Context: an optimization exercise on an open-source flow, tuned for small area, a short achievable clock period and few clock cycles. The choices shown serve that exercise and are no tape-out recipe.
In this exercise RTL edits were held to simulation tests only and were not proved equivalent to the original.
No activity file was given, so power comes from the tool's default toggle rates.

[flow/standard.sh]
#!/bin/bash
# synth_recipe.tcl (not shown) runs the flow's synth.tcl, then flattens the netlist and writes it again
# the make line also repeats each setting of config.mk as NAME=value (left out here)
make -C /OpenROAD-flow-scripts/flow DESIGN_CONFIG=/design/flow/config.mk WORK_HOME=/design/flow/orfs CLKGATE_MAP_FILE= SYNTH_SCRIPT=/design/flow/synth_recipe.tcl "${@:-finish}"
[flow/constraint.sdc]
create_clock -name core_clock -period 6.0 [get_ports {i_clk}]
set_input_delay 1.2000 -clock core_clock [delete_from_list [all_inputs] [get_ports {i_clk}]]
set_output_delay 1.2000 -clock core_clock [all_outputs]
set_load 0.01 [all_outputs]
[flow/design.v]
package fb_pkg;
	localparam int PKT_BITS = 52;
	localparam int SYM_FIELD_BITS = 8;
	localparam int COORD_BITS = 16;
	localparam int COLOR_BITS = 4;
	localparam int COLOR_WORD_BITS = 3 * COLOR_BITS;
	localparam logic [COLOR_BITS-1:0] DEFAULT_CHAN = COLOR_BITS'(5);
	typedef struct packed {
		logic [COLOR_WORD_BITS-1:0] color;
		logic [COORD_BITS-1:0]      width;
		logic [COORD_BITS-1:0]      height;
		logic [SYM_FIELD_BITS-1:0]  sym_id;
	} prog_pkt_t;
	typedef struct packed {
		logic [PKT_BITS-2*COORD_BITS-SYM_FIELD_BITS-1:0] rsvd;
		logic [COORD_BITS-1:0]                          top;
		logic [COORD_BITS-1:0]                          left;
		logic [SYM_FIELD_BITS-1:0]                      sym_id;
	} draw_pkt_t;
	typedef union packed {
		prog_pkt_t prog;
		draw_pkt_t draw;
	} pkt_word_t;
endpackage
`timescale 1ns/1ps
import fb_pkg::*;
module attr_tables
#(
	parameter int SYM_ID_BITS = 4
) (
	input  logic                       i_clk,
	input  logic                       i_prog_we,
	input  fb_pkg::pkt_word_t          i_pkt,
	input  logic [SYM_ID_BITS-1:0]     i_dim_id,
	input  logic [SYM_ID_BITS-1:0]     i_color_id,
	output logic [1:0]                 o_width,
	output logic [1:0]                 o_height,
	output logic [COLOR_WORD_BITS-1:0] o_color
);
	localparam int NUM_SYMS = 1 << SYM_ID_BITS;
	logic [COLOR_WORD_BITS-1:0] color_mem  [NUM_SYMS];
	logic [1:0]                 width_mem  [NUM_SYMS];
	logic [1:0]                 height_mem [NUM_SYMS];
	logic [SYM_ID_BITS-1:0] wr_id;
	logic [1:0]             wr_width;
	logic [1:0]             wr_height;
	assign wr_id = i_pkt.prog.sym_id[SYM_ID_BITS-1:0];
	always_comb begin
		wr_width  = i_pkt.prog.width[1:0];
		if (i_pkt.prog.width[COORD_BITS-1:2] != '0) begin
			wr_width = 2'd3;
		end
		wr_height = i_pkt.prog.height[1:0];
		if (i_pkt.prog.height[COORD_BITS-1:2] != '0 || i_pkt.prog.height[1:0] == 2'd3) begin
			wr_height = 2'd2;
		end
	end
	always_ff @(posedge i_clk) begin
		if (i_prog_we) begin
			color_mem[wr_id]  <= i_pkt.prog.color;
			width_mem[wr_id]  <= wr_width;
			height_mem[wr_id] <= wr_height;
		end
	end
	assign o_width  = width_mem[i_dim_id];
	assign o_height = height_mem[i_dim_id];
	always_ff @(posedge i_clk) begin
		o_color <= color_mem[i_color_id];
	end
endmodule
`timescale 1ns/1ps
import fb_pkg::*;
module draw_cmd_fifo
#(
	parameter int SYM_ID_BITS = 4
) (
	input  logic                   i_clk,
	input  logic                   n_btn_rst,
	input  logic                   i_push,
	input  fb_pkg::pkt_word_t      i_pkt,
	input  logic [1:0]             i_width,
	input  logic [1:0]             i_height,
	output logic                   o_valid,
	output logic [SYM_ID_BITS-1:0] o_id,
	output logic [1:0]             o_left,
	output logic [1:0]             o_top,
	output logic [1:0]             o_width,
	output logic [1:0]             o_height
);
	logic on_grid;
	assign on_grid = (i_pkt.draw.left[COORD_BITS-1:2] == '0) &&
	                 (i_pkt.draw.top[COORD_BITS-1:2] == '0) &&
	                 (i_pkt.draw.top[1:0] != 2'd3);
	always_ff @(posedge i_clk or negedge n_btn_rst) begin
		if (!n_btn_rst) begin
			o_valid <= 1'b0;
		end else begin
			o_valid <= i_push && on_grid;
		end
	end
	always_ff @(posedge i_clk) begin
		o_id     <= i_pkt.draw.sym_id[SYM_ID_BITS-1:0];
		o_left   <= i_pkt.draw.left[1:0];
		o_top    <= i_pkt.draw.top[1:0];
		o_width  <= i_width;
		o_height <= i_height;
	end
endmodule
`timescale 1ns/1ps
module sym_rasterizer
#(
	parameter int H_UNITS = 4,
	parameter int V_UNITS = 3
) (
	input  logic                         i_valid,
	input  logic [1:0]                   i_left,
	input  logic [1:0]                   i_top,
	input  logic [1:0]                   i_width,
	input  logic [1:0]                   i_height,
	output logic [H_UNITS*V_UNITS-1:0]   o_wr_mask
);
	logic [H_UNITS-1:0] col_hit;
	logic [V_UNITS-1:0] row_hit;
	logic [3:0]         x_reach;
	logic [3:0]         y_reach;
	assign x_reach = {i_width == 2'd3, i_width[1], i_width != 2'd0, 1'b1};
	assign y_reach = {i_height == 2'd3, i_height[1], i_height != 2'd0, 1'b1};
	always_comb begin
		for (int x = 0; x < H_UNITS; x++) begin
			col_hit[x] = 1'b0;
			for (int l = 0; l <= x; l++) begin
				col_hit[x] = col_hit[x] | ((i_left == 2'(l)) & x_reach[x - l]);
			end
		end
		for (int y = 0; y < V_UNITS; y++) begin
			row_hit[y] = 1'b0;
			for (int t = 0; t <= y; t++) begin
				row_hit[y] = row_hit[y] | ((i_top == 2'(t)) & y_reach[y - t]);
			end
		end
	end
	for (genvar u = 0; u < H_UNITS * V_UNITS; u++) begin : g_unit
		assign o_wr_mask[u] = i_valid && col_hit[u % H_UNITS] && row_hit[u / H_UNITS];
	end
endmodule
`timescale 1ns/1ps
module page_store #(
	parameter int SYM_ID_BITS = 4,
	parameter int H_UNITS = 4,
	parameter int V_UNITS = 3
) (
	input  logic                         i_clk,
	input  logic                         n_btn_rst,
	input  logic                         i_flip,
	input  logic [H_UNITS*V_UNITS-1:0]   i_wr_mask,
	input  logic [SYM_ID_BITS-1:0]       i_wr_id,
	input  logic [1:0]                   i_rd_col,
	input  logic [1:0]                   i_rd_row,
	input  logic [H_UNITS*V_UNITS-1:0]   i_clear_mask,
	output logic [SYM_ID_BITS-1:0]       o_rd_id
);
	localparam int NUM_UNITS = H_UNITS * V_UNITS;
	logic front_sel;
	always_ff @(posedge i_clk or negedge n_btn_rst) begin
		if (!n_btn_rst) begin
			front_sel <= 1'b0;
		end else if (i_flip) begin
			front_sel <= ~front_sel;
		end
	end
	logic [SYM_ID_BITS-1:0] unit_mem [2][NUM_UNITS];
	for (genvar p = 0; p < 2; p++) begin : g_page
		logic                   is_front;
		logic [SYM_ID_BITS-1:0] wr_data;
		assign is_front = (front_sel == 1'(p));
		assign wr_data  = is_front ? '0 : i_wr_id;
		for (genvar u = 0; u < NUM_UNITS; u++) begin : g_unit
			logic wr_en;
			assign wr_en = is_front ? i_clear_mask[u] : i_wr_mask[u];
			always_ff @(posedge i_clk) begin
				if (wr_en) begin
					unit_mem[p][u] <= wr_data;
				end
			end
		end
	end
	logic [SYM_ID_BITS-1:0] front_mem [NUM_UNITS];
	for (genvar u = 0; u < NUM_UNITS; u++) begin : g_front
		assign front_mem[u] = front_sel ? unit_mem[1][u] : unit_mem[0][u];
	end
	logic [SYM_ID_BITS-1:0] row_rd [V_UNITS];
	for (genvar y = 0; y < V_UNITS; y++) begin : g_row
		assign row_rd[y] = front_mem[y * H_UNITS + int'(i_rd_col)];
	end
	assign o_rd_id = i_rd_row[1] ? row_rd[2] : (i_rd_row[0] ? row_rd[1] : row_rd[0]);
endmodule
`timescale 1ns/1ps
import fb_pkg::*;
module pixel_colorer
#(
	parameter int SYM_ID_BITS = 4,
	parameter int H_UNITS = 4,
	parameter int V_UNITS = 3
) (
	input  logic                       i_clk,
	input  logic                       n_btn_rst,
	input  logic                       i_draw_en,
	input  logic [COORD_BITS-1:0]      i_sx,
	input  logic [COORD_BITS-1:0]      i_sy,
	input  logic [SYM_ID_BITS-1:0]     i_rd_id,
	input  logic [COLOR_WORD_BITS-1:0] i_color,
	output logic [1:0]                 o_rd_col,
	output logic [1:0]                 o_rd_row,
	output logic [H_UNITS*V_UNITS-1:0] o_clear_mask,
	output logic [SYM_ID_BITS-1:0]     o_color_id,
	output logic [COLOR_BITS-1:0]      o_color_r,
	output logic [COLOR_BITS-1:0]      o_color_g,
	output logic [COLOR_BITS-1:0]      o_color_b
);
	logic                   last_pix;
	logic                   en_q1;
	logic                   en_q2;
	logic [SYM_ID_BITS-1:0] id_q1;
	assign o_rd_col = i_sx[3:2];
	assign o_rd_row = i_sy[3:2];
	assign last_pix = i_draw_en && (i_sx[1:0] == 2'd3) && (i_sy[1:0] == 2'd3);
	for (genvar u = 0; u < H_UNITS * V_UNITS; u++) begin : g_clr
		assign o_clear_mask[u] = last_pix && (i_sx[3:2] == 2'(u % H_UNITS)) &&
		                         (i_sy[3:2] == 2'(u / H_UNITS));
	end
	always_ff @(posedge i_clk) begin
		id_q1 <= i_rd_id;
	end
	assign o_color_id = id_q1;
	always_ff @(posedge i_clk or negedge n_btn_rst) begin
		if (!n_btn_rst) begin
			en_q1 <= 1'b0;
			en_q2 <= 1'b0;
		end else begin
			en_q1 <= i_draw_en;
			en_q2 <= en_q1;
		end
	end
	always_ff @(posedge i_clk) begin
		if (en_q2) begin
			o_color_r <= i_color[COLOR_BITS-1:0];
			o_color_g <= i_color[2*COLOR_BITS-1:COLOR_BITS];
			o_color_b <= i_color[3*COLOR_BITS-1:2*COLOR_BITS];
		end else begin
			o_color_r <= DEFAULT_CHAN;
			o_color_g <= DEFAULT_CHAN;
			o_color_b <= DEFAULT_CHAN;
		end
	end
endmodule
`timescale 1ns/1ps
import fb_pkg::*;
module framebuf_manager
#(
	parameter int SYM_ID_BITS = 4,
	parameter int H_UNITS = 4,
	parameter int V_UNITS = 3
) (
	input  logic                  i_clk,
	input  logic                  n_btn_rst,
	input  logic                  i_sym_mode,
	input  logic                  i_pkt_valid,
	input  fb_pkg::pkt_word_t     i_pkt,
	input  logic                  i_frame_end,
	input  logic                  i_draw_en,
	input  logic [COORD_BITS-1:0] i_sx,
	input  logic [COORD_BITS-1:0] i_sy,
	output logic [COLOR_BITS-1:0] o_color_r,
	output logic [COLOR_BITS-1:0] o_color_g,
	output logic [COLOR_BITS-1:0] o_color_b,
	output logic                  o_cmd_full,
	output logic                  o_draw_idle
);
	localparam int NUM_UNITS = H_UNITS * V_UNITS;
	logic                       prog_we;
	logic                       draw_we;
	logic [1:0]                 sym_width;
	logic [1:0]                 sym_height;
	logic                       cmd_valid;
	logic [SYM_ID_BITS-1:0]     cmd_id;
	logic [1:0]                 cmd_left;
	logic [1:0]                 cmd_top;
	logic [1:0]                 cmd_width;
	logic [1:0]                 cmd_height;
	logic [NUM_UNITS-1:0]       wr_mask;
	logic [NUM_UNITS-1:0]       clear_mask;
	logic [1:0]                 rd_col;
	logic [1:0]                 rd_row;
	logic [SYM_ID_BITS-1:0]     rd_id;
	logic [SYM_ID_BITS-1:0]     color_id;
	logic [COLOR_WORD_BITS-1:0] color_word;
	assign prog_we = i_pkt_valid && !i_sym_mode;
	assign draw_we = i_pkt_valid && i_sym_mode;
	assign o_cmd_full  = 1'b0;
	assign o_draw_idle = 1'b1;
	attr_tables #(.SYM_ID_BITS(SYM_ID_BITS)) u_attr (
		.i_clk(i_clk), .i_prog_we(prog_we), .i_pkt(i_pkt),
		.i_dim_id(i_pkt.draw.sym_id[SYM_ID_BITS-1:0]), .i_color_id(color_id),
		.o_width(sym_width), .o_height(sym_height), .o_color(color_word)
	);
	draw_cmd_fifo #(.SYM_ID_BITS(SYM_ID_BITS)) u_fifo (
		.i_clk(i_clk), .n_btn_rst(n_btn_rst), .i_push(draw_we), .i_pkt(i_pkt),
		.i_width(sym_width), .i_height(sym_height),
		.o_valid(cmd_valid), .o_id(cmd_id), .o_left(cmd_left), .o_top(cmd_top),
		.o_width(cmd_width), .o_height(cmd_height)
	);
	sym_rasterizer #(.H_UNITS(H_UNITS), .V_UNITS(V_UNITS)) u_rast (
		.i_valid(cmd_valid), .i_left(cmd_left), .i_top(cmd_top),
		.i_width(cmd_width), .i_height(cmd_height), .o_wr_mask(wr_mask)
	);
	page_store #(.SYM_ID_BITS(SYM_ID_BITS), .H_UNITS(H_UNITS), .V_UNITS(V_UNITS)) u_pages (
		.i_clk(i_clk), .n_btn_rst(n_btn_rst), .i_flip(i_frame_end), .i_wr_mask(wr_mask), .i_wr_id(cmd_id),
		.i_rd_col(rd_col), .i_rd_row(rd_row), .i_clear_mask(clear_mask), .o_rd_id(rd_id)
	);
	pixel_colorer #(.SYM_ID_BITS(SYM_ID_BITS), .H_UNITS(H_UNITS), .V_UNITS(V_UNITS)) u_colorer (
		.i_clk(i_clk), .n_btn_rst(n_btn_rst), .i_draw_en(i_draw_en),
		.i_sx(i_sx), .i_sy(i_sy), .i_rd_id(rd_id), .i_color(color_word),
		.o_rd_col(rd_col), .o_rd_row(rd_row), .o_clear_mask(clear_mask),
		.o_color_id(color_id),
		.o_color_r(o_color_r), .o_color_g(o_color_g), .o_color_b(o_color_b)
	);
endmodule
[flow/flow/run.sh]
#!/bin/bash
# The standard layout (the standard.sh, unchanged synthesis and steps),
# with every input and output port buffered by a plain buf_2 instead of the
# cell buffer_ports picks by default. All tool output goes to flow.log
set -o pipefail
bash standard.sh "BUFFER_PORTS_ARGS=-buffer_cell sky130_fd_sc_hd__buf_2" finish > flow.log 2>&1
[flow/config.mk]
export PLATFORM = sky130hd
export DESIGN_NAME = framebuf_manager
export DESIGN_NICKNAME = framebuf_manager
export VERILOG_FILES = /design/flow/design.v
export SDC_FILE = /design/flow/constraint.sdc
export NUM_CORES = 4
export LEC_CHECK = 0
export ABC_CLOCK_PERIOD_IN_PS = 2200
export CAP_MARGIN = 20
export CORE_MARGIN = 2
export CORE_UTILIZATION = 60
export CTS_BUF_LIST = sky130_fd_sc_hd__clkbuf_16
export CTS_CLUSTER_DIAMETER = 100
export CTS_CLUSTER_SIZE = 30
export SETUP_SLACK_MARGIN = 3.85
export SLEW_MARGIN = 20
==> results of run 1 <==
state kept, by name, summed over array words and instances, names as in the netlist, 2 cells and up:
register / flops
u_attr.color_mem: 192
u_attr.height_mem: 32
u_attr.o_color: 12
u_attr.width_mem: 32
u_colorer.id_q1: 4
u_colorer.o_color_b: 4
u_colorer.o_color_g: 4
u_colorer.o_color_r: 4
u_fifo.o_height: 2
u_fifo.o_id: 4
u_fifo.o_left: 2
u_fifo.o_top: 2
u_fifo.o_width: 2
u_pages.unit_mem: 96
per-stage QoR:
step,std cells,setup slack [ns],power (W),hold WS (ns),cell area [um^2]
2_1_floorplan,742,3.336,0.003909,0.3312,15470
3_3_place_gp,1104,2.426,0.004093,0.3445,15990
3_5_place_dp,1104,2.369,0.004120,0.3616,15990
4_1_cts,1172,3.808,0.005500,0.3825,17140
5_1_grt,1175,3.794,0.005679,0.3897,17300
6_report,1175,3.831,0.005481,0.3779,17300
power by group through the flow:
stage / Sequential [W] / Clock, W / Combinational, W
3_3_place_gp: 0.00336 / 0 / 0.000731
4_1_cts: 0.00324 / 0.00135 / 0.000910
2_1_floorplan: 0.00324 / 0 / 0.000672
3_5_place_dp: 0.00337 / 0 / 0.000751
5_1_grt: 0.00326 / 0.00143 / 0.000990
6_report: 0.00324 / 0.00132 / 0.000924
timing repair:
item                                   CTS  global route
setup buffers                           39             3
resized for setup                       22            25
hold buffers                             0             0
endpoints found under the hold margin    0             0
pin swaps                               20             3
setup endpoints to repair              384           193
metal layers:
metal | wire length, um | track usage | share of wire
met1 | 12930 | 0.3461 | 0.42
met2 | 15780 | 0.4120 | 0.51
met3 | 1505 | 0.03463 | 0.049
met4 | 592 | 0.05511 | 0.019
met5 | 7 | 0 | 0.00023
cells in the mapped netlist (2+ instances only):
| cell | count | area [um^2] |
|---|---|---|
| buf_4 | 4 | 30.03 |
| mux4_2 | 95 | 2140 |
| nand2_1 | 40 | 150.1 |
| inv_1 | 3 | 11.26 |
| o211ai_1 | 4 | 30.03 |
| buf_1 | 4 | 15.01 |
| and2_1 | 11 | 68.82 |
| dfrtp_1 | 4 | 100.1 |
| mux2_2 | 4 | 45.04 |
| mux2i_1 | 20 | 200.2 |
| nand2b_1 | 10 | 62.56 |
| nand4_1 | 7 | 43.79 |
| nor2_1 | 22 | 82.58 |
| o21ai_1 | 7 | 35.03 |
| edfxtp_1 | 352 | 10570 |
| buf_6 | 2 | 22.52 |
| or2_2 | 3 | 18.77 |
| dfxtp_1 | 40 | 800.8 |
| nor3_1 | 6 | 30.03 |
| nand3_1 | 24 | 120.1 |
| nor4_1 | 7 | 43.79 |
| nor2b_1 | 7 | 43.79 |
| buf_2 | 9 | 45.04 |
| buf_8 | 2 | 30.03 |
| o21ai_0 | 18 | 90.09 |
| conb_1 | 2 | 7.510 |
| clkbuf_1 | 17 | 63.81 |
| a22oi_1 | 4 | 30.03 |
area by class of cell:
class | count | area share
Timing Repair Buffer | 118 | 0.06153
Multi-Input combinational cell | 305 | 0.2218
Inverter | 3 | 0.0006508
Clock buffer | 17 | 0.02458
Sequential cell | 396 | 0.6638
Tap cell | 324 | 0.02343
Clock inverter | 12 | 0.004121
logic make-up after synthesis:
kind of cell           after synthesis
AO/OA/AOI/OAI                       39
buffers and inverters               41
other                                2
flip-flops                         396
XOR/XNOR                             1
AND/OR/NAND/NOR                    143
multiplexers                       120
final timing paths:
path	cells past startpoint	slack, ns	endpoint
hold / removal	0	0.38	u_colorer.en_q2$_DFF_PN0_
setup reg to reg	5	3.88	u_colorer.id_q1[2]$_DFF_P_
setup / recovery	1	3.83	o_color_b[0]
min in group asynchronous	1	0.51	u_pages.front_sel$_DFFE_PN0P_
max in group asynchronous	1	5.30	u_pages.front_sel$_DFFE_PN0P_
hold reg to reg	0	0.38	u_colorer.en_q2$_DFF_PN0_
==> out/metrics.yaml, run 1 <==
cts:
  cts_tree: "built"
  clock-root-buffer: "clkbuf_16"
  htreeDepth: 1
  clkTransAtPathRegs_ns: 0.11
  cts_made_buffers: 17
  clk_latency_ns: 0.52
  clock-sinks: 396
  clockBufferDepth: 3
routing:
  routed_wl_um: 30810
  first_iter_violations: 754
  via_per_inst: 6.192
  ant_nets: 0
  drc: 0
  drt_pass1_iterations: 6
  vias: 7276
  wl_per_cell_um: 26.22
worst_hold_path:
  hold_class: "reg -> reg"
  min_from: "u_colorer.en_q1$_DFF_PN0_"
yosys:
  synth-seq-cells: 396
  synthFlopType: "edfxtp_1"
  yosysWarnings: 8
  synth_edf_count: 352
  synth_cell_types: 42
  synth-xor-area-share: 0.0005813
  synth_area_um2: 15070
  synth-compound-area-share: 0.01528
  synth_area_per_cell_um2: 20.31
  syn_nets: 832
  synthAdderAreaFrac: 0
  async_flop_share: 0.01010
  syn_inst: 742
  yosys.area_share.simple: 0.04791
  synth_top_family_by_area: "multiplexers"
  synthMuxAreaShare: 0.1600
  synth-seq-area-share: 0.7613
die:
  die_y_um: 162.5
  num_rows: 57
  die-area_um2: 26400
  core-area_um2: 24460
  die_w_um: 162.5
  io_pins: 104
  initial_core_util: 0.6160
sta:
  rsz0062_at_grt: "yes"
  slew_headroom: 0.2998
  fmax_mhz: 461.1
  tns_ns: 0
  worst-slew-pin-transition_ns: 1.048
  fin_crit_sh: 0.3615
  clock_skew_ns: 0.02052
  setup_viol_count_final: 0
  min_period_ns: 2.169
  finalMaxSlewViolations: 0
  finalHoldViolCount: 0
power_and_ir_drop:
  leakagePower_nw: 5.682
  p_sw_w: 0.001345
  p_per_area_nw_per_um2: 316.7
  swShare: 0.2454
  ir_worst_vdd_v: 0.0003239
  power_frac_comb: 0.169
  p_clk_frac: 0.240
  seqPwrFrac: 0.591
  intPower_w: 0.004136
setup_path:
  endpoint_kind: "output pin"
  cp_max_fo: 1
  max_stage_delay_ns: 0.33
  critical-path-top-delay-family: "flip-flops"
  criticalPathCategory: "reg -> out"
  critPathLaunchType: "flip-flop"
  worst_ep_required_time_ns: 4.80
  crit_arrival_ns: 0.97
  crit_start: "u_colorer.o_color_b[0]$_SDFF_PN1_"
  worstPathCellList: "buf_2"
  crit_slowest_cell: "dfxtp_1"
  r2r_start: "u_pages.front_sel$_DFFE_PN0P_"
  critPathBufInv: 1
finish:
  fin_util: 0.7074
  drive_above_1_share: 0.3678
  seq_area_um2: 11490
  layout_common_cells: "edfxtp_1 (352), mux4_2 (95), buf_2 (65), nand2_1 (37), dfxtp_1 (32)"
  fillers: 1478
  multiInputGateArea_um2: 3839
  final_common_cell: "edfxtp_1"
  final_nets: 931
  syn_to_final_growth_pct: 14.84
  antenna_cells: 0
placement:
  io_buffers: 73
  finalWeightedCongestion: 0.7747
  dp_hpwl_um: 18050
outcome:
  status: "no timing/DRC/antenna violations"
global_routing:
  grt_pass1_vias: 7689
  grt_overflow: 0
  grt_usage: 0.2437
  antenna_found_initial: 1
  grt_max_degree: 49
  grt_pass1_wl_um: 46810
flow_run:
  maxCapViolations: 0
Testbench counts, summed over its fixed seeds: cycles 1,536.
==> inputs of run 2 (changes only) <==
--- a/flow/config.mk
+++ b/flow/config.mk
@@ -5,7 +5,6 @@
 export SDC_FILE = /design/flow/constraint.sdc
 export NUM_CORES = 4
 export LEC_CHECK = 0
-export ABC_CLOCK_PERIOD_IN_PS = 2200
 export CAP_MARGIN = 20
 export CORE_MARGIN = 2
 export CORE_UTILIZATION = 60
==> run 2 against run 1 <==
Compared with the run above:
- still clean
- fmax did not move
- combinational power barely moved
- cell area did not move
- area after synthesis did not move
- global-route usage did not move
- cell count did not move
- sequential cell count did not move
- via count did not move
- utilization did not move
- register-to-register slack barely moved
- critical endpoint unchanged
- highest routed layer unchanged
==> out/metrics.yaml, run 2 <==
placement:
  finalWeightedCongestion: 0.7747
  io_buffers: 73
  dp_hpwl_um: 18050
  placed_area_um2: 15990
finish:
  multiInputGateArea_um2: 3839
  final_common_cell: "edfxtp_1"
  top_register: "u_attr.color_mem"
  reg_top3: "u_attr.color_mem x192, u_pages.unit_mem x96"
  fillers: 1478
  finalInstanceArea_um2: 17300
  antenna_cells: 0
  syn_to_final_growth_pct: 14.84
  drive_above_1_share: 0.3678
  seq_area_um2: 11490
  final_nets: 931
  layout_common_cells: "edfxtp_1 (352), mux4_2 (95), buf_2 (65), nand2_1 (37), dfxtp_1 (32)"
  largest_register_ffs: 192
yosys:
  synth-compound-area-share: 0.01528
  synth_cell_types: 42
  syn_inst: 742
  yosys.area_share.simple: 0.04791
  synthAdderAreaFrac: 0
  async_flop_share: 0.01010
  synth_top_family_by_area: "multiplexers"
  yosysMostFrequentCell: "edfxtp_1"
  synth-seq-cells: 396
  synth_edf_count: 352
  yosysWarnings: 8
  synthTopCellsByArea: "edfxtp_1 (70%), mux4_2 (14%), dfxtp_1 (5.3%), mux2i_1 (1.3%), nand2_1 (1.0%)"
  synthFlopType: "edfxtp_1"
  synth_top_cell_area_share: 0.7015
  yosysTopAreaCell: "edfxtp_1"
  synth_commonest_cells: "edfxtp_1 (352), mux4_2 (95), dfxtp_1 (40), nand2_1 (40), nand3_1 (24)"
  synth_area_per_cell_um2: 20.31
  synthMuxAreaShare: 0.1600
  synth_area_um2: 15070
  syn_nets: 832
  synth-xor-area-share: 0.0005813
  synth-seq-area-share: 0.7613
setup_path:
  r2r-end: "u_colorer.id_q1[2]$_DFF_P_"
  crit_start: "u_colorer.o_color_b[0]$_SDFF_PN1_"
  critPathBufInv: 1
  r2r_setup_slack_ns: 3.88
  r2r_start: "u_pages.front_sel$_DFFE_PN0P_"
  cp_max_fo: 1
  critPathLaunchType: "flip-flop"
  reg2reg_depth: 5
  endpoint_kind: "output pin"
  max_stage_delay_ns: 0.33
  crit_arrival_ns: 0.97
  critical-path-top-delay-family: "flip-flops"
  worst_ep_required_time_ns: 4.80
  crit_slowest_cell: "dfxtp_1"
  worstPathCellList: "buf_2"
  criticalPathCategory: "reg -> out"
routing:
  via_per_inst: 6.192
  vias: 7276
  ant_nets: 0
  first_iter_violations: 754
  drt_pass1_iterations: 6
  wl_per_cell_um: 26.22
  routed_wl_um: 30810
  drc: 0
cts:
  htreeDepth: 1
  cts_tree: "built"
  clock-root-buffer: "clkbuf_16"
  clockBufferDepth: 3
  cts_hold_buf: 0
  clk_latency_ns: 0.52
  cts_made_buffers: 17
  clock-sinks: 396
  clkTransAtPathRegs_ns: 0.11
die:
  die_y_um: 162.5
  die_w_um: 162.5
  die-area_um2: 26400
  initial_core_util: 0.6160
  num_rows: 57
  core-area_um2: 24460
  io_pins: 104
outcome:
  status: "no timing/DRC/antenna violations"
global_routing:
  grt_pass1_wl_um: 46810
  grt_max_degree: 49
  grt_usage: 0.2437
  antenna_found_initial: 1
  grt_overflow: 0
  grt_pass1_vias: 7689
worst_hold_path:
  hold_depth: 0
  min_from: "u_colorer.en_q1$_DFF_PN0_"
  hold_class: "reg -> reg"
  hold_end: "u_colorer.en_q2$_DFF_PN0_"
sta:
  fmax_mhz: 461.1
  fin_crit_sh: 0.3615
  tns_ns: 0
  setup_viol_count_final: 0
  slew_headroom: 0.2998
  min_period_ns: 2.169
  worst-slew-pin-transition_ns: 1.048
  finalMaxSlewViolations: 0
  finalHoldViolCount: 0
  rsz0062_at_grt: "yes"
  clock_skew_ns: 0.02052
power_and_ir_drop:
  p_per_area_nw_per_um2: 316.7
  leakagePower_nw: 5.682
  ir_worst_vdd_v: 0.0003239
  power_w: 0.005481
flow_run:
  maxCapViolations: 0
-- run 2: cell counts in the layout (fill, tap and decap cells not counted) --
Identical to the previous run, type by type.
-- run 2: how the worst max path moves through the flow --
stage / end / cells after the start
after global placement: u_attr.color_mem[3][3]$_DFFE_PP_ / 3
after detailed placement: u_attr.color_mem[3][5]$_DFFE_PP_ / 3
final: o_color_b[0] / 1
after CTS: o_color_g[2] / 1
after floorplan: u_attr.color_mem[1][0]$_DFFE_PP_ / 3
after global routing: o_color_b[0] / 1
-- run 2: cell type report --
| cell class | count | area share |
|---|---|---|
| clock buffer | 17 | 0.02458 |
| clock inverter | 12 | 0.004121 |
| inverter | 3 | 0.0006508 |
| multi-input combinational | 305 | 0.2218 |
| sequential | 396 | 0.6638 |
| tap | 324 | 0.02343 |
| timing repair buffer | 118 | 0.06153 |
-- run 2: logic make-up (layout without fill, tap and decap cells) --
family	after synthesis	after routing
xor gates and xnor gates	1	1
DFF	396	396
buffers and inverters	41	150
and+or+nand+nor	143	143
AOI/OAI and AO/OA	39	39
muxes	120	120
other	2	2
-- run 2: power breakdown --
group          switching (W)  internal (W)
sequential         0.0000942       0.00315
combinational       0.000470      0.000455
clock               0.000781      0.000534
-- run 2: per-layer routing --
metal	vias to the layer above	global-route usage	part of all wire
li1	3201	-	-
met2	184	0.4120	0.51
met1	3848	0.3461	0.42
met3	41	0.03463	0.049
met4	2	0.05511	0.019
met5	-	0	0.00023
-- run 2: stage by stage --
step	utilization	worst slack, ns	hold slack (ns)	instances
after floorplan	-	3.336	0.3312	742
after global placement	0.6537	2.426	0.3445	1104
after detailed placement	0.6537	2.369	0.3616	1104
after CTS	0.7006	3.808	0.3825	1172
after global routing	0.7074	3.794	0.3897	1175
final	0.7074	3.831	0.3779	1175
-- run 2: worst reg2reg max path, cell delays in order (launching register included) --
cell and delay (ns):
dfrtp_4 0.58, buf_12 0.35, mux4_2 0.56, mux2_2 0.28, nand2_1 0.07, o211ai_1 0.13
-- run 2: what timing repair did --
item,in CTS,in global routing
resized for setup,22,25
endpoints found under the setup margin,384,193
cloned,0,0
setup buffers,39,3
pin swaps,20,3
==> inputs of run 3 (changes only) <==
--- a/flow/config.mk
+++ b/flow/config.mk
@@ -11,5 +11,5 @@
 export CTS_BUF_LIST = sky130_fd_sc_hd__clkbuf_16
 export CTS_CLUSTER_DIAMETER = 100
 export CTS_CLUSTER_SIZE = 30
-export SETUP_SLACK_MARGIN = 3.85
+export SETUP_SLACK_MARGIN = 3.8
 export SLEW_MARGIN = 20
==> run 3 against run 2 <==
Compared with the run above:
- critical endpoint is now u_attr.color_mem[1][11]$_DFFE_PP_
- fmax is 0.85% lower
- still clean
- clock skew is 0.0015 ns higher
- global-route usage is 0.50 points higher
- cell area is 0.30% lower
- register-to-register slack better by 0.10 ns
- utilization is 0.21 points lower
- non-clock buffer count is 1 higher
- cell count is 0.17% higher
- via count is 1.7% higher
==> out/metrics.yaml, run 3 <==
routing:
  ant_nets: 0
  vias: 7400
  drc: 0
  drt_pass1_iterations: 6
  routed_wl_um: 31560
  wl_per_cell_um: 26.82
  first_iter_violations: 675
  via_per_inst: 6.287
setup_path:
  r2r_setup_slack_ns: 3.98
  cp_max_fo: 21
  crit_slowest_cell: "or3b_4"
  worstPathCellList: "clkbuf_4 -> or3b_4 -> nor3_4 -> buf_12"
  endpoint_kind: "flip-flop"
  max_stage_delay_ns: 0.51
  worst_ep_required_time_ns: 6.24
  reg2reg_depth: 3
  r2r_start: "u_colorer.id_q1[0]$_DFF_P_"
  r2r-end: "u_attr.o_color[8]$_DFF_P_"
  criticalPathCategory: "in -> reg"
  critPathLaunchType: "input pin"
  crit_arrival_ns: 2.42
die:
  num_rows: 57
  die_y_um: 162.5
  initial_core_util: 0.6160
  die_w_um: 162.5
  die-area_um2: 26400
  core-area_um2: 24460
  io_pins: 104
flow_run:
  maxCapViolations: 0
cts:
  clock-sinks: 396
  clock-root-buffer: "clkbuf_16"
  clockBufferDepth: 3
  clk_latency_ns: 0.51
  clkTransAtPathRegs_ns: 0.11
  cts_made_buffers: 17
  htreeDepth: 1
  cts_tree: "built"
power_and_ir_drop:
  seqPwrFrac: 0.592
  p_sw_w: 0.001333
  p_clk_frac: 0.242
  p_per_area_nw_per_um2: 316.4
  swShare: 0.2442
  power_frac_comb: 0.166
  leakagePower_nw: 5.673
  ir_worst_vdd_v: 0.0002520
  intPower_w: 0.004126
worst_hold_path:
  min_from: "u_colorer.en_q1$_DFF_PN0_"
  hold_class: "reg -> reg"
  hold_depth: 0
  hold_end: "u_colorer.en_q2$_DFF_PN0_"
sta:
  slew_headroom: 0.2918
  clock_skew_ns: 0.02204
  fin_hold_ws_ns: 0.3681
  setup_viol_count_final: 0
  min_period_ns: 2.188
  fmax_mhz: 457.1
  finalHoldViolCount: 0
  rsz0062_at_grt: "yes"
  tns_ns: 0
  worst-slew-pin-transition_ns: 1.060
  fin_crit_sh: 0.3646
  finalMaxSlewViolations: 0
yosys:
  yosysMostFrequentCell: "edfxtp_1"
  synth_top_cell_area_share: 0.7015
  synth_top_family_by_area: "multiplexers"
  yosysWarnings: 8
  synth-seq-area-share: 0.7613
  synth-xor-area-share: 0.0005813
  synth-compound-area-share: 0.01528
  synth_commonest_cells: "edfxtp_1 (352), mux4_2 (95), dfxtp_1 (40), nand2_1 (40), nand3_1 (24)"
  yosys.area_share.simple: 0.04791
  synth_cell_types: 42
  synthMuxAreaShare: 0.1600
  syn_inst: 742
  synth_edf_count: 352
  yosysTopAreaCell: "edfxtp_1"
  synth_area_per_cell_um2: 20.31
  synthFlopType: "edfxtp_1"
  async_flop_share: 0.01010
  synth_area_um2: 15070
  synthAdderAreaFrac: 0
  synth-seq-cells: 396
  syn_nets: 832
  synthTopCellsByArea: "edfxtp_1 (70%), mux4_2 (14%), dfxtp_1 (5.3%), mux2i_1 (1.3%), nand2_1 (1.0%)"
placement:
  finalWeightedCongestion: 0.8090
  io_buffers: 73
  dp_hpwl_um: 18320
  placed_area_um2: 15970
global_routing:
  antenna_found_initial: 1
  grt_pass1_vias: 7630
  grt_overflow: 0
  grt_max_degree: 58
  grt_pass1_wl_um: 47450
  grt_usage: 0.2487
finish:
  largest_register_ffs: 192
  drive_above_1_share: 0.3638
  final_nets: 932
  top_register: "u_attr.color_mem"
  finalInstanceArea_um2: 17250
  fin_util: 0.7052
  reg_top3: "u_attr.color_mem x192, u_pages.unit_mem x96"
  layout_common_cells: "edfxtp_1 (352), mux4_2 (95), buf_2 (66), nand2_1 (35), dfxtp_1 (34)"
  syn_to_final_growth_pct: 14.49
  final_common_cell: "edfxtp_1"
outcome:
  status: "no timing/DRC/antenna violations"
==> run 3: cell type report <==
type	count	area, um^2
Sequential cell	396	11480
Fill cell	1507	7211
Multi-Input combinational cell	305	3800
Timing Repair Buffer	119	1050
Clock buffer	17	425.4
Tap cell	324	405.4
Clock inverter	12	72.57
Inverter	3	11.26
Antenna cell	1	2.502
==> run 3: kinds of logic after synthesis <==
logic type / count (synthesis)
XOR/XNOR: 1
other: 2
buffers and inverters: 41
AND/OR/NAND/NOR: 143
multiplexers: 120
AO/OA/AOI/OAI: 39
flip-flops: 396
==> run 3: through the flow <==
stage	cells	total power, W	worst slack (ns)
floorplan	742	0.003908	3.336
global placement	1104	0.004084	2.315
detailed placement	1104	0.004114	2.259
CTS	1172	0.005474	3.810
global route	1176	0.005660	3.782
finish	1177	0.005458	3.812
==> run 3: worst max-delay path: cells and delay by family <==
family | cells | cell delay [ns]
buf+inv | 2 | 0.48
simple gates | 2 | 0.73
==> run 3: layer usage <==
layer,share of wire,track usage,vias up
li1,-,-,3203
met3,0.058,0.02928,47
met1,0.41,0.3587,3904
met4,0.021,0.05310,0
met5,0,0,-
met2,0.51,0.4211,246
==> run 3: power by group through the flow <==
stage	clock network, W	logic, W	registers, W
final	0.00132	0.000906	0.00323
after detailed placement	0	0.000755	0.00336
after global routing	0.00145	0.000970	0.00325
after global placement	0	0.000733	0.00335
after CTS	0.00135	0.000871	0.00325
after floorplan	0	0.000672	0.00324
==> run 3: what timing repair did <==
action / CTS / global route
resized for setup: 26 / 19
setup buffers: 39 / 4
hold buffers: 0 / 0
endpoints found under the setup margin: 416 / 175
pin swaps: 22 / 4
==> run 3: how the worst max path moves through the flow <==
| stage | start | endpoint | slack [ns] |
|---|---|---|---|
| 6_report | i_pkt[1] | u_attr.color_mem[1][11]$_DFFE_PP_ | 3.81 |
| 5_1_grt | i_draw_en | u_pages.unit_mem[4][2]$_DFFE_PP_ | 3.78 |
| 4_1_cts | i_draw_en | u_pages.unit_mem[10][2]$_DFFE_PP_ | 3.81 |
| 3_5_place_dp | i_pkt[0] | u_attr.color_mem[3][6]$_DFFE_PP_ | 2.26 |
| 3_3_place_gp | i_pkt[0] | u_attr.color_mem[3][6]$_DFFE_PP_ | 2.32 |
| 2_1_floorplan | i_sym_mode | u_attr.color_mem[1][0]$_DFFE_PP_ | 3.34 |
==> inputs of run 4 (changes only) <==
--- a/flow/config.mk
+++ b/flow/config.mk
@@ -7,9 +7,10 @@
 export LEC_CHECK = 0
 export CAP_MARGIN = 20
 export CORE_MARGIN = 2
-export CORE_UTILIZATION = 60
+export CORE_UTILIZATION = 70
 export CTS_BUF_LIST = sky130_fd_sc_hd__clkbuf_16
 export CTS_CLUSTER_DIAMETER = 100
 export CTS_CLUSTER_SIZE = 30
-export SETUP_SLACK_MARGIN = 3.8
+export PLACE_DENSITY = 0.75
+export SETUP_SLACK_MARGIN = 3.85
 export SLEW_MARGIN = 20
==> run 4 against run 3 <==
Compared with the run above:
- sequential cell count unchanged
- setup slack better by 0.0059 ns
- wire length grew 1.7%
- synthesized cell count unchanged
- highest routed layer unchanged
- utilization rose by 11 points
- critical path depth up 3
- largest power group unchanged
- clock power is essentially flat
- cell count decreased by 4.2%
- count of clock-buffer cells in the layout unchanged
- power up 0.46%
- clock skew about the same
- sequential share of layout area down 0.094 points
- still clean on timing, DRC and antenna
==> out/metrics.yaml, run 4 <==
outcome:
  status: "no timing/DRC/antenna violations"
cts:
  cts_hold_buf: 0
  clk_latency_ns: 0.51
  clkTransAtPathRegs_ns: 0.11
  clock-sinks: 396
  cts_made_buffers: 17
  htreeDepth: 1
  clock-root-buffer: "clkbuf_16"
  cts_tree: "built"
  clockBufferDepth: 3
sta:
  fin_crit_sh: 0.3636
  setup_viol_count_final: 0
  rsz0062_at_grt: "yes"
  worst-slew-pin-transition_ns: 1.101
  fmax_mhz: 458.4
  clock_skew_ns: 0.02228
  finalHoldViolCount: 0
  fin_hold_ws_ns: 0.3729
  finalMaxSlewViolations: 0
  tns_ns: 0
  min_period_ns: 2.182
  layout_setup_ws_ns: 3.818
  slew_headroom: 0.2645
placement:
  io_buffers: 73
  dp_hpwl_um: 18260
  preCtsSetupSlack_ns: 2.304
  finalWeightedCongestion: 0.7743
setup_path:
  worst_ep_required_time_ns: 6.20
  worstPathCellList: "buf_4 -> nand4_1 -> buf_6 -> nor4_4 -> buf_6 -> nand2_1 -> o21ai_2"
  cp_max_fo: 8
  criticalPathCategory: "in -> reg"
  max_stage_delay_ns: 0.31
  endpoint_kind: "flip-flop"
  critPathLaunchType: "input pin"
  crit_slowest_cell: "nor4_4"
  cpMostUsedCell: "buf_6"
  crit_arrival_ns: 2.38
routing:
  drt_pass1_iterations: 5
  wl_per_cell_um: 28.45
  ant_nets: 0
  vias: 7524
  first_iter_violations: 799
  via_per_inst: 6.670
  drc: 0
  routed_wl_um: 32090
global_routing:
  busiest_layer: "met2"
  antenna_found_initial: 0
  grt_max_degree: 49
  grt_overflow: 0
  grt_pass1_vias: 7729
  grt_util_met1: 0.4096
  grt_util_met3: 0.05242
  grt_pass1_wl_um: 47160
  grt_use_met2: 0.4923
  grt_usage: 0.2935
die:
  die-area_um2: 22720
  initial_core_util: 0.7145
  core-area_um2: 21090
  num_rows: 53
  io_pins: 104
  die_w_um: 150.7
  die_y_um: 150.7
yosys:
  synth_edf_count: 352
  yosysTopAreaCell: "edfxtp_1"
  synth_area_per_cell_um2: 20.31
  synth_cell_types: 42
  synth_top_cell_area_share: 0.7015
  async_flop_share: 0.01010
  synth_area_um2: 15070
  yosysWarnings: 8
  synthTopCellsByArea: "edfxtp_1 (70%), mux4_2 (14%), dfxtp_1 (5.3%), mux2i_1 (1.3%), nand2_1 (1.0%)"
  syn_nets: 832
  synthFlopType: "edfxtp_1"
  synth-seq-area-share: 0.7613
  synth-seq-cells: 396
  synth_commonest_cells: "edfxtp_1 (352), mux4_2 (95), dfxtp_1 (40), nand2_1 (40), nand3_1 (24)"
  syn_inst: 742
  yosysMostFrequentCell: "edfxtp_1"
power_and_ir_drop:
  leakagePower_nw: 5.698
  power_w: 0.005483
  p_per_area_nw_per_um2: 317.4
  ir_worst_vdd_v: 0.0004435
finish:
  fillers: 978
  seq_area_um2: 11490
  layout_common_cells: "edfxtp_1 (352), mux4_2 (95), buf_2 (63), nand2_1 (37), dfxtp_1 (33)"
  top_register: "u_attr.color_mem"
  final_common_cell: "edfxtp_1"
  syn_to_final_growth_pct: 14.66
  drive_above_1_share: 0.3646
  antenna_cells: 0
  multiInputGateArea_um2: 3816
  final_nets: 933
  largest_register_ffs: 192
  reg_top3: "u_attr.color_mem x192, u_pages.unit_mem x96"
flow_run:
  maxCapViolations: 0
worst_hold_path:
  hold_class: "reg -> reg"
==> run 4: layout make-up <==
cell class | instances | share of cell area
flip-flops and latches | 396 | 0.6648
multi-input cells | 305 | 0.2209
well taps | 275 | 0.01991
repair buffers | 120 | 0.06481
clock inverters | 12 | 0.004128
inverters | 3 | 0.0008690
clock buffers | 17 | 0.02462
==> run 4: worst paths after layout <==
path / end / depth (start not counted) / slack [ns] / from
setup / recovery: u_pages.unit_mem[3][0]$_DFFE_PP_ / 7 / 3.82 / i_draw_en
hold / removal: u_colorer.en_q2$_DFF_PN0_ / 0 / 0.37 / u_colorer.en_q1$_DFF_PN0_
setup reg to reg: u_attr.o_color[2]$_DFF_P_ / 3 / 3.97 / u_colorer.id_q1[0]$_DFF_P_
hold reg to reg: u_colorer.en_q2$_DFF_PN0_ / 0 / 0.37 / u_colorer.en_q1$_DFF_PN0_
max in group asynchronous: u_pages.front_sel$_DFFE_PN0P_ / 1 / 5.37 / n_btn_rst
min in group asynchronous: u_pages.front_sel$_DFFE_PN0P_ / 1 / 0.48 / n_btn_rst
==> run 4: stage by stage <==
step / instance area [um^2] / utilization / instances
after global routing: 17280 / 0.8193 / 1128
after floorplan: 15470 / - / 742
final: 17280 / 0.8193 / 1128
after CTS: 17160 / 0.8136 / 1124
after detailed placement: 15920 / 0.7550 / 1054
after global placement: 15920 / 0.7550 / 1054
==> run 4: worst max-delay path: cells and delay by family <==
| family | cells | cell delay [ns] |
|---|---|---|
| buf+inv | 3 | 0.44 |
| simple gates | 3 | 0.47 |
| compound gates | 1 | 0.26 |
==> run 4: per-layer routing <==
layer	wire length, um	up-vias
met5	0	-
met3	2649	54
met4	893	0
met1	11760	3874
li1	-	3207
met2	16780	389
==> run 4: report_power, final <==
| group | switching (W) | total [W] | leakage, nW | internal [W] |
|---|---|---|---|---|
| clock network | 0.000773 | 0.00131 | 0.279 | 0.000534 |
| registers | 0.0000843 | 0.00323 | 3.67 | 0.00315 |
| logic | 0.000480 | 0.000946 | 1.75 | 0.000466 |
| total | 0.00134 | 0.00548 | 5.70 | 0.00415 |
==> run 4: cell families (layout without fill, tap and decap cells) <==
kind of cell / Yosys count / after routing / synth area share
AO/OA/AOI/OAI: 39 / 39 / 0.01528
XOR/XNOR: 1 / 1 / 0.0005814
buffers and inverters: 41 / 152 / 0.01445
flip-flops: 396 / 396 / 0.7613
multiplexers: 120 / 120 / 0.1600
other: 2 / 2 / 0.0004984
AND/OR/NAND/NOR: 143 / 143 / 0.04791
==> run 4: repair_timing <==
action                     in CTS  in global routing
resized for setup              34                 21
setup endpoints to repair     384                258
buffers inserted               41                  4
hold endpoints to repair        0                  0
pin swaps                      22                  6
cloned                          0                  0
==> inputs of run 5 (changes only) <==
--- a/flow/config.mk
+++ b/flow/config.mk
@@ -7,10 +7,10 @@
 export LEC_CHECK = 0
 export CAP_MARGIN = 20
 export CORE_MARGIN = 2
-export CORE_UTILIZATION = 70
+export CORE_UTILIZATION = 65
 export CTS_BUF_LIST = sky130_fd_sc_hd__clkbuf_16
 export CTS_CLUSTER_DIAMETER = 100
 export CTS_CLUSTER_SIZE = 30
-export PLACE_DENSITY = 0.75
+export PLACE_DENSITY = 0.8
 export SETUP_SLACK_MARGIN = 3.85
 export SLEW_MARGIN = 20
==> run 5 against run 4 <==
Compared with the run above:
- largest power group unchanged
- critical path type is now reg -> out
- power up 0.21%
- highest routed layer unchanged
- via count grew 1.3%
- fmax fell by 0.52%
- combinational power shrank 3.6%
- cell count rose by 1.2%
==> out/metrics.yaml, run 5 <==
setup_path:
  critical-path-top-delay-family: "flip-flops"
  crit_slowest_cell: "dfxtp_1"
  worstPathCellList: "buf_2"
  r2r_setup_slack_ns: 3.90
  worst_ep_required_time_ns: 4.80
  max_stage_delay_ns: 0.33
  r2r_start: "u_pages.front_sel$_DFFE_PN0P_"
  crit_arrival_ns: 0.99
  criticalPathCategory: "reg -> out"
  critPathBufInv: 1
  r2r-end: "u_pages.unit_mem[16][2]$_DFFE_PP_"
  endpoint_kind: "output pin"
  cp_max_fo: 1
  reg2reg_depth: 2
  critPathLaunchType: "flip-flop"
yosys:
  synth-seq-area-share: 0.7613
  syn_nets: 832
  synth_area_per_cell_um2: 20.31
  syn_inst: 742
  synth_area_um2: 15070
  synth_top_cell_area_share: 0.7015
  yosysMostFrequentCell: "edfxtp_1"
  async_flop_share: 0.01010
  yosysTopAreaCell: "edfxtp_1"
  synth_cell_types: 42
  synthFlopType: "edfxtp_1"
  synth-seq-cells: 396
  synthTopCellsByArea: "edfxtp_1 (70%), mux4_2 (14%), dfxtp_1 (5.3%), mux2i_1 (1.3%), nand2_1 (1.0%)"
  synth_edf_count: 352
  yosysWarnings: 8
  synth_commonest_cells: "edfxtp_1 (352), mux4_2 (95), dfxtp_1 (40), nand2_1 (40), nand3_1 (24)"
power_and_ir_drop:
  leakagePower_nw: 5.699
  p_per_area_nw_per_um2: 318.6
  ir_worst_vdd_v: 0.0003677
finish:
  final_nets: 935
  layout.cells.non_filler: 1141
  drive_above_1_share: 0.3703
  antenna_cells: 0
  final_common_cell: "edfxtp_1"
  layout_common_cells: "edfxtp_1 (352), mux4_2 (95), buf_2 (62), nand2_1 (36), dfxtp_1 (31)"
  top_register: "u_attr.color_mem"
  largest_register_ffs: 192
  reg_top3: "u_attr.color_mem x192, u_pages.unit_mem x96"
  syn_to_final_growth_pct: 14.46
cts:
  cts_tree: "built"
  clkTransAtPathRegs_ns: 0.11
  htreeDepth: 1
  clock-sinks: 396
  clockBufferDepth: 3
  clk_latency_ns: 0.52
  cts_hold_buf: 0
  cts_made_buffers: 17
  clock-root-buffer: "clkbuf_16"
routing:
  routed_wl_um: 32350
  wl_per_cell_um: 28.35
  first_iter_violations: 856
  drt_pass1_iterations: 5
  via_per_inst: 6.681
  ant_nets: 0
  vias: 7623
  drc: 0
global_routing:
  grt_pass1_vias: 7661
  grt_usage: 0.2710
  grt_max_degree: 49
  antenna_found_initial: 1
  grt_pass1_wl_um: 47200
  grt_overflow: 0
worst_hold_path:
  hold_end: "u_colorer.en_q2$_DFF_PN0_"
  hold_depth: 0
  min_from: "u_colorer.en_q1$_DFF_PN0_"
  hold_class: "reg -> reg"
die:
  core-area_um2: 22710
  die_y_um: 156.3
  io_pins: 104
  initial_core_util: 0.6635
  die_w_um: 156.3
  die-area_um2: 24420
  num_rows: 55
sta:
  clock_skew_ns: 0.02277
  worst-slew-pin-transition_ns: 1.143
  fmax_mhz: 456.0
  fin_crit_sh: 0.3655
  rsz0062_at_grt: "yes"
  min_period_ns: 2.193
  finalHoldViolCount: 0
  tns_ns: 0
  slew_headroom: 0.2361
  finalMaxSlewViolations: 0
  setup_viol_count_final: 0
flow_run:
  maxCapViolations: 0
placement:
  finalWeightedCongestion: 0.7879
  io_buffers: 73
  dp_hpwl_um: 17520
  dp.cells: 1064
outcome:
  status: "no timing/DRC/antenna violations"
[run 5: cell counts after synthesis]
Identical to the previous run, type by type.
[run 5: cells by family after synthesis]
logic type / Yosys count / share of synthesized area
DFF: 396 / 0.7613
and+or+nand+nor: 143 / 0.04791
muxes: 120 / 0.1600
buffers and inverters: 41 / 0.01445
AOI/OAI and AO/OA: 39 / 0.01528
other: 2 / 0.0004984
xor gates and xnor gates: 1 / 0.0005814
[run 5: worst max-delay path by stage]
| stage | depth (start not counted) | slack, ns | from | to |
|---|---|---|---|---|
| after floorplan | 3 | 3.34 | i_sym_mode | u_attr.color_mem[1][0]$_DFFE_PP_ |
| after global placement | 3 | 2.42 | i_pkt[0] | u_attr.color_mem[3][7]$_DFFE_PP_ |
| after detailed placement | 3 | 2.29 | i_pkt[0] | u_attr.color_mem[3][7]$_DFFE_PP_ |
| after CTS | 7 | 3.68 | i_draw_en | u_pages.unit_mem[0][1]$_DFFE_PP_ |
| after global routing | 1 | 3.79 | u_colorer.o_color_g[2]$_SDFF_PN1_ | o_color_g[2] |
| final | 1 | 3.81 | u_colorer.o_color_g[3]$_SDFF_PN0_ | o_color_g[3] |
[run 5: report_power, final]
group / internal [W] / switching [W]
combinational: 0.000445 / 0.000466
clock: 0.000538 / 0.000797
sequential: 0.00315 / 0.000102
[run 5: metal layers]
| metal | track usage | vias up | part of all wire |
|---|---|---|---|
| met2 | 0.4556 | 382 | 0.51 |
| met4 | 0.09174 | 0 | 0.034 |
| met5 | 0 | - | 0 |
| met3 | 0.03960 | 80 | 0.078 |
| met1 | 0.3748 | 3948 | 0.38 |
| li1 | - | 3213 | - |
[run 5: area by class of cell]
cell class                      count  area [um^2]
Clock buffer                       17        425.4
Clock inverter                     13        80.08
Fill cell                        1202         5463
Inverter                            3        11.26
Multi-Input combinational cell    305         3826
Sequential cell                   396        11490
Tap cell                          285        356.6
Timing Repair Buffer              122         1059
[run 5: timing repair]
item | 4_1_cts | 5_1_grt
setup endpoints to repair | 390 | 157
buffers inserted | 45 | 2
resized for setup | 19 | 34
pin swaps | 21 | 8
[run 5: per-stage QoR]
stage	power, W	util	setup WS (ns)	area, um^2	hold WS, ns
6_report	0.005495	0.7594	3.807	17250	0.3828
4_1_cts	0.005461	0.7525	3.682	17090	0.3823
3_5_place_dp	0.004109	0.7017	2.287	15930	0.3434
2_1_floorplan	0.003909	-	3.336	15470	0.3312
3_3_place_gp	0.004071	0.7017	2.424	15930	0.3421
5_1_grt	0.005659	0.7594	3.786	17250	0.3982
==> inputs of run 6 (changes only) <==
--- a/flow/config.mk
+++ b/flow/config.mk
@@ -11,6 +11,6 @@
 export CTS_BUF_LIST = sky130_fd_sc_hd__clkbuf_16
 export CTS_CLUSTER_DIAMETER = 100
 export CTS_CLUSTER_SIZE = 30
-export PLACE_DENSITY = 0.8
+export PLACE_DENSITY = 0.7
 export SETUP_SLACK_MARGIN = 3.85
 export SLEW_MARGIN = 20
==> run 6 against run 5 <==
Compared with the run above:
- still clean on timing, DRC and antenna
- sequential share of layout area grew 0.25 points
- wire length shrank 4.6%
- hold slack gained 0.020 ns
- sequential cell count is the same
- utilization shrank 0.32 points
- count of clock-buffer cells in the layout is the same
- first-iteration DRC count shrank 20%
- die area is the same
- largest cell class unchanged
- largest power group unchanged
==> out/metrics.yaml, run 6 <==
outcome:
  status: "no timing/DRC/antenna violations"
sta:
  setup_viol_count_final: 0
  fin_crit_sh: 0.3611
  rsz0062_at_grt: "yes"
  finalHoldViolCount: 0
  clock_skew_ns: 0.02660
  finalMaxSlewViolations: 0
  fmax_mhz: 461.6
  slew_headroom: 0.2206
  worst-slew-pin-transition_ns: 1.167
  min_period_ns: 2.167
  tns_ns: 0
finish:
  antenna_cells: 0
  largest_register_ffs: 192
  syn_to_final_growth_pct: 13.98
  top_register: "u_attr.color_mem"
  fin_util: 0.7563
  final_nets: 933
  reg_top3: "u_attr.color_mem x192, u_pages.unit_mem x96"
  final_common_cell: "edfxtp_1"
  drive_above_1_share: 0.3623
  layout_common_cells: "edfxtp_1 (352), mux4_2 (95), buf_2 (68), nand2_1 (37), dfxtp_1 (36)"
global_routing:
  grt_max_degree: 63
  grt_pass1_vias: 7569
  antenna_found_initial: 0
  grt_pass1_wl_um: 45150
  grt_overflow: 0
  grt_usage: 0.2573
power_and_ir_drop:
  leakagePower_nw: 5.678
  ir_worst_vdd_v: 0.0003159
  p_per_area_nw_per_um2: 318.6
die:
  num_rows: 55
  die_w_um: 156.3
  die-area_um2: 24420
  initial_core_util: 0.6635
  core-area_um2: 22710
  die_y_um: 156.3
  io_pins: 104
setup_path:
  crit_slowest_cell: "dfxtp_2"
  critPathLaunchType: "flip-flop"
  critical-path-top-delay-family: "flip-flops"
  endpoint_kind: "output pin"
  critPathBufInv: 1
  cp_max_fo: 1
  max_stage_delay_ns: 0.34
  criticalPathCategory: "reg -> out"
  worst_ep_required_time_ns: 4.80
  worstPathCellList: "buf_6"
  crit_arrival_ns: 0.97
yosys:
  yosysMostFrequentCell: "edfxtp_1"
  synth-seq-cells: 396
  synthFlopType: "edfxtp_1"
  syn_nets: 832
  yosysWarnings: 8
  synth-seq-area-share: 0.7613
  synth_top_cell_area_share: 0.7015
  synth_commonest_cells: "edfxtp_1 (352), mux4_2 (95), dfxtp_1 (40), nand2_1 (40), nand3_1 (24)"
  yosysTopAreaCell: "edfxtp_1"
  syn_inst: 742
  synth_cell_types: 42
  synth_area_per_cell_um2: 20.31
  synth_edf_count: 352
  synthTopCellsByArea: "edfxtp_1 (70%), mux4_2 (14%), dfxtp_1 (5.3%), mux2i_1 (1.3%), nand2_1 (1.0%)"
  synth_area_um2: 15070
  async_flop_share: 0.01010
cts:
  htreeDepth: 1
  clockBufferDepth: 3
  clkTransAtPathRegs_ns: 0.11
  clock-root-buffer: "clkbuf_16"
  clock-sinks: 396
  cts_tree: "built"
  cts_made_buffers: 17
  clk_latency_ns: 0.52
flow_run:
  maxCapViolations: 0
routing:
  via_per_inst: 6.629
  routed_wl_um: 30860
  vias: 7544
  ant_nets: 0
  first_iter_violations: 683
  drt_pass1_iterations: 5
  wl_per_cell_um: 27.11
  drc: 0
worst_hold_path:
  hold_class: "reg -> reg"
placement:
  dp_hpwl_um: 17660
  io_buffers: 73
  finalWeightedCongestion: 0.7861
## run 6: cell counts after synthesis
No cell type changed its count.
## run 6: cell type report
class | count | area [um^2]
tap | 285 | 356.6
inverter | 3 | 11.26
multi-input combinational | 305 | 3796
clock inverter | 12 | 71.32
clock buffer | 17 | 425.4
sequential | 396 | 11480
fill | 1273 | 5535
timing repair buffer | 120 | 1031
## run 6: worst paths after layout
kind,start,end,slack [ns],cells past startpoint
max,u_colorer.o_color_b[0]$_SDFF_PN1_,o_color_b[0],3.83,1
min,u_colorer.en_q1$_DFF_PN0_,u_colorer.en_q2$_DFF_PN0_,0.40,0
max reg2reg,u_pages.front_sel$_DFFE_PN0P_,u_colorer.id_q1[1]$_DFF_P_,3.96,5
min reg2reg,u_colorer.en_q1$_DFF_PN0_,u_colorer.en_q2$_DFF_PN0_,0.40,0
max in group asynchronous,n_btn_rst,u_pages.front_sel$_DFFE_PN0P_,5.27,1
min in group asynchronous,n_btn_rst,u_fifo.o_valid$_DFF_PN0_,0.52,1
## run 6: logic make-up after synthesis
group           count (synthesis)  share of synthesized area
mux                           120                     0.1600
other cells                     2                  0.0004984
xor+xnor                        1                  0.0005814
compound gates                 39                    0.01528
simple gates                  143                    0.04791
flops                         396                     0.7613
buf+inv                        41                    0.01445
## run 6: what timing repair did
action | in CTS | in global routing
gates cloned | 0 | 1
hold buffers | 0 | 0
pin swaps | 21 | 7
buffers inserted | 43 | 1
gates resized for setup | 23 | 19
endpoints found under the setup margin | 408 | 202
## run 6: through the flow
stage / hold WS [ns] / setup slack (ns) / cell area [um^2] / power, W / cells
finish: 0.4029 / 3.833 / 17170 / 0.005472 / 1138
global route: 0.4109 / 3.803 / 17170 / 0.005649 / 1138
CTS: 0.4123 / 3.817 / 17050 / 0.005453 / 1136
detailed placement: 0.3615 / 2.353 / 15930 / 0.004112 / 1064
global placement: 0.3458 / 2.434 / 15930 / 0.004083 / 1064
floorplan: 0.3312 / 3.336 / 15470 / 0.003909 / 742
## run 6: power by group
group          switching, W  total, W  internal (W)
Clock              0.000792   0.00133      0.000535
Sequential        0.0000988   0.00324       0.00315
Combinational      0.000451  0.000902      0.000452
Total               0.00134   0.00547       0.00413
## run 6: per-layer routing
metal / vias up / wire [um] / GRT usage
met2: 357 / 15850 / 0.4374
li1: 3209 / - / -
met4: 0 / 584 / 0.05286
met3: 39 / 2208 / 0.03462
met1: 3939 / 12210 / 0.3689
met5: - / 0 / 0
==> inputs of run 7 (changes only) <==
--- a/flow/config.mk
+++ b/flow/config.mk
@@ -7,10 +7,9 @@
 export LEC_CHECK = 0
 export CAP_MARGIN = 20
 export CORE_MARGIN = 2
-export CORE_UTILIZATION = 65
+export CORE_UTILIZATION = 60
 export CTS_BUF_LIST = sky130_fd_sc_hd__clkbuf_16
-export CTS_CLUSTER_DIAMETER = 100
-export CTS_CLUSTER_SIZE = 30
-export PLACE_DENSITY = 0.7
+export CTS_CLUSTER_DIAMETER = 90
+export CTS_CLUSTER_SIZE = 33
 export SETUP_SLACK_MARGIN = 3.85
 export SLEW_MARGIN = 20
==> run 7 against run 6 <==
Compared with the run above:
- via count fell by 3.1%
- register-to-register slack got worse by 0.05 ns
- cell count rose by 3.3%
- clock power barely moved
- critical path depth did not move
- clock skew fell by 0.00099 ns
- combinational power rose by 2.5%
- count of clock-buffer cells in the layout did not move
- die area rose by 8.1%
- critical path type unchanged
- critical endpoint is now o_color_g[3]
==> out/metrics.yaml, run 7 <==
routing:
  wl_per_cell_um: 26.23
  vias: 7313
  drt_pass1_iterations: 5
  via_per_inst: 6.224
  routed_wl_um: 30820
  ant_nets: 0
  first_iter_violations: 697
  drc: 0
finish:
  fillers: 1457
  multiInputGateArea_um2: 3839
  final_nets: 931
  finalInstanceArea_um2: 17330
  final_common_cell: "edfxtp_1"
  layout_common_cells: "edfxtp_1 (352), mux4_2 (95), buf_2 (65), nand2_1 (37), dfxtp_1 (32)"
  drive_above_1_share: 0.3690
  antenna_cells: 0
  top_register: "u_attr.color_mem"
  largest_register_ffs: 192
  syn_to_final_growth_pct: 14.98
  seq_area_um2: 11490
  reg_top3: "u_attr.color_mem x192, u_pages.unit_mem x96"
  fin_util: 0.7083
global_routing:
  antenna_found_initial: 1
  grt_max_degree: 49
  grt_overflow: 0
  grt_pass1_wl_um: 46840
  grt_pass1_vias: 7676
  grt_usage: 0.2435
sta:
  setup_viol_count_final: 0
  finalHoldViolCount: 0
  finalMaxSlewViolations: 0
  tns_ns: 0
  clock_skew_ns: 0.02561
  slew_headroom: 0.2971
  fmax_mhz: 459.1
  min_period_ns: 2.178
  fin_crit_sh: 0.3630
  worst-slew-pin-transition_ns: 1.052
  rsz0062_at_grt: "yes"
  fin_hold_ws_ns: 0.3795
yosys:
  synth_commonest_cells: "edfxtp_1 (352), mux4_2 (95), dfxtp_1 (40), nand2_1 (40), nand3_1 (24)"
  synth_area_um2: 15070
  yosysTopAreaCell: "edfxtp_1"
  synth-seq-cells: 396
  syn_nets: 832
  synthTopCellsByArea: "edfxtp_1 (70%), mux4_2 (14%), dfxtp_1 (5.3%), mux2i_1 (1.3%), nand2_1 (1.0%)"
  synth-seq-area-share: 0.7613
  synthFlopType: "edfxtp_1"
  syn_inst: 742
  synth_top_cell_area_share: 0.7015
  async_flop_share: 0.01010
  yosysWarnings: 8
  yosysMostFrequentCell: "edfxtp_1"
  synth_edf_count: 352
  synth_cell_types: 42
  synth_area_per_cell_um2: 20.31
power_and_ir_drop:
  ir_worst_vdd_v: 0.0002792
  intPower_w: 0.004136
  swShare: 0.2449
  power_frac_comb: 0.169
  power_w: 0.005478
  seqPwrFrac: 0.591
  p_clk_frac: 0.240
  leakagePower_nw: 5.685
  p_per_area_nw_per_um2: 316.2
  p_sw_w: 0.001341
setup_path:
  critPathLaunchType: "flip-flop"
  critical-path-top-delay-family: "flip-flops"
  max_stage_delay_ns: 0.34
  endpoint_kind: "output pin"
  worstPathCellList: "buf_6"
  cp_max_fo: 1
  criticalPathCategory: "reg -> out"
  crit_arrival_ns: 0.98
  critPathBufInv: 1
  crit_slowest_cell: "dfxtp_2"
  worst_ep_required_time_ns: 4.80
cts:
  cts_made_buffers: 16
  cts_tree: "built"
  clkTransAtPathRegs_ns: 0.11
  clock-root-buffer: "clkbuf_16"
  cts_hold_buf: 0
  clockBufferDepth: 3
  clock-sinks: 396
  clk_latency_ns: 0.52
  htreeDepth: 1
placement:
  placed_area_um2: 15990
  finalWeightedCongestion: 0.7747
  dp_hpwl_um: 18050
  io_buffers: 73
die:
  die-area_um2: 26400
  die_y_um: 162.5
  core-area_um2: 24460
  die_w_um: 162.5
  initial_core_util: 0.6160
  num_rows: 57
  io_pins: 104
worst_hold_path:
  hold_class: "reg -> reg"
outcome:
  status: "no timing/DRC/antenna violations"
flow_run:
  maxCapViolations: 0
==> run 7: area by class of cell <==
cell class / count / area share
clock buffers: 17 / 0.02455
multi-input cells: 305 / 0.2216
well taps: 324 / 0.02340
flip-flops and latches: 396 / 0.6630
repair buffers: 119 / 0.06261
inverters: 3 / 0.0006500
clock inverters: 11 / 0.004189
==> run 7: power groups by stage <==
| stage | combinational, W | clock (W) | sequential [W] |
|---|---|---|---|
| 5_1_grt | 0.000991 | 0.00143 | 0.00326 |
| 6_report | 0.000925 | 0.00131 | 0.00324 |
| 3_3_place_gp | 0.000731 | 0 | 0.00336 |
| 2_1_floorplan | 0.000672 | 0 | 0.00324 |
| 4_1_cts | 0.000910 | 0.00135 | 0.00324 |
| 3_5_place_dp | 0.000751 | 0 | 0.00337 |
==> run 7: worst paths after layout <==
kind	start	end	slack, ns	cells after the start
max	u_colorer.o_color_g[3]$_SDFF_PN0_	o_color_g[3]	3.82	1
min	u_colorer.en_q1$_DFF_PN0_	u_colorer.en_q2$_DFF_PN0_	0.38	0
max reg2reg	u_pages.front_sel$_DFFE_PN0P_	u_colorer.id_q1[2]$_DFF_P_	3.91	5
min reg2reg	u_colorer.en_q1$_DFF_PN0_	u_colorer.en_q2$_DFF_PN0_	0.38	0
max in group asynchronous	n_btn_rst	u_pages.front_sel$_DFFE_PN0P_	5.30	1
min in group asynchronous	n_btn_rst	u_fifo.o_valid$_DFF_PN0_	0.50	1
==> run 7: timing repair <==
action,4_1_cts,5_1_grt
pin swaps,20,3
endpoints found under the setup margin,384,149
buffers inserted,40,3
gates resized for setup,22,25
==> run 7: per-stage QoR <==
step	cells	worst slack (ns)
final	1175	3.822
after global routing	1175	3.777
after CTS	1172	3.797
after detailed placement	1104	2.369
after global placement	1104	2.426
after floorplan	742	3.336
==> run 7: cell families after synthesis <==
family / count (synthesis) / share of synthesized area
buffers and inverters: 41 / 0.01445
and+or+nand+nor: 143 / 0.04791
DFF: 396 / 0.7613
muxes: 120 / 0.1600
xor gates and xnor gates: 1 / 0.0005814
other: 2 / 0.0004984
AOI/OAI and AO/OA: 39 / 0.01528
==> run 7: layer usage <==
metal | vias to the layer above | part of all wire | routed length [um] | track usage
met5 | - | 0.00023 | 7 | 0
li1 | 3198 | - | - | -
met3 | 45 | 0.053 | 1629 | 0.03259
met2 | 220 | 0.51 | 15630 | 0.4087
met4 | 2 | 0.024 | 748 | 0.05792
met1 | 3848 | 0.42 | 12810 | 0.3491

## re-timing with driven ports
Ports are ideal in the flow. The routed layouts listed here were re-timed in OpenROAD.
Step 1 assumes that a clkbuf_16 drives the clock port and a buf_2 every other input.
Step 2 moves the port delays by t, midway between the first and last clock arrival at a register: inputs arrive t later, outputs are due t later. That takes back most of the time a late clock gives input paths.
Three values: ideal, step 1, step 2; two values: the first two.
| run | t, ns | setup WS [ns] | latest minus earliest clock arrival (ns) | worst data-port slew with drivers (ns) |
|---|---|---|---|---|
| run 1 | 0.555 | 3.831 / 3.784 / 3.326 | 0.027 / 0.027 | 0.07 |
| run 2 | 0.555 | 3.831 / 3.784 / 3.326 | 0.027 / 0.027 | 0.07 |
| run 3 | 0.554 | 3.812 / 3.788 / 3.280 | 0.031 / 0.030 | 0.08 |
| run 4 | 0.553 | 3.818 / 3.788 / 3.277 | 0.030 / 0.030 | 0.07 |
| run 5 | 0.568 | 3.807 / 3.756 / 3.326 | 0.037 / 0.037 | 0.09 |
| run 6 | 0.555 | 3.833 / 3.784 / 3.363 | 0.028 / 0.028 | 0.05 |
| run 7 | 0.560 | 3.822 / 3.774 / 3.330 | 0.039 / 0.039 | 0.07 |
After both steps every run listed still meets setup and hold. The setup slack of run 4, which loses most, moves by -0.030 ns with the drivers and by -0.541 ns with both steps.
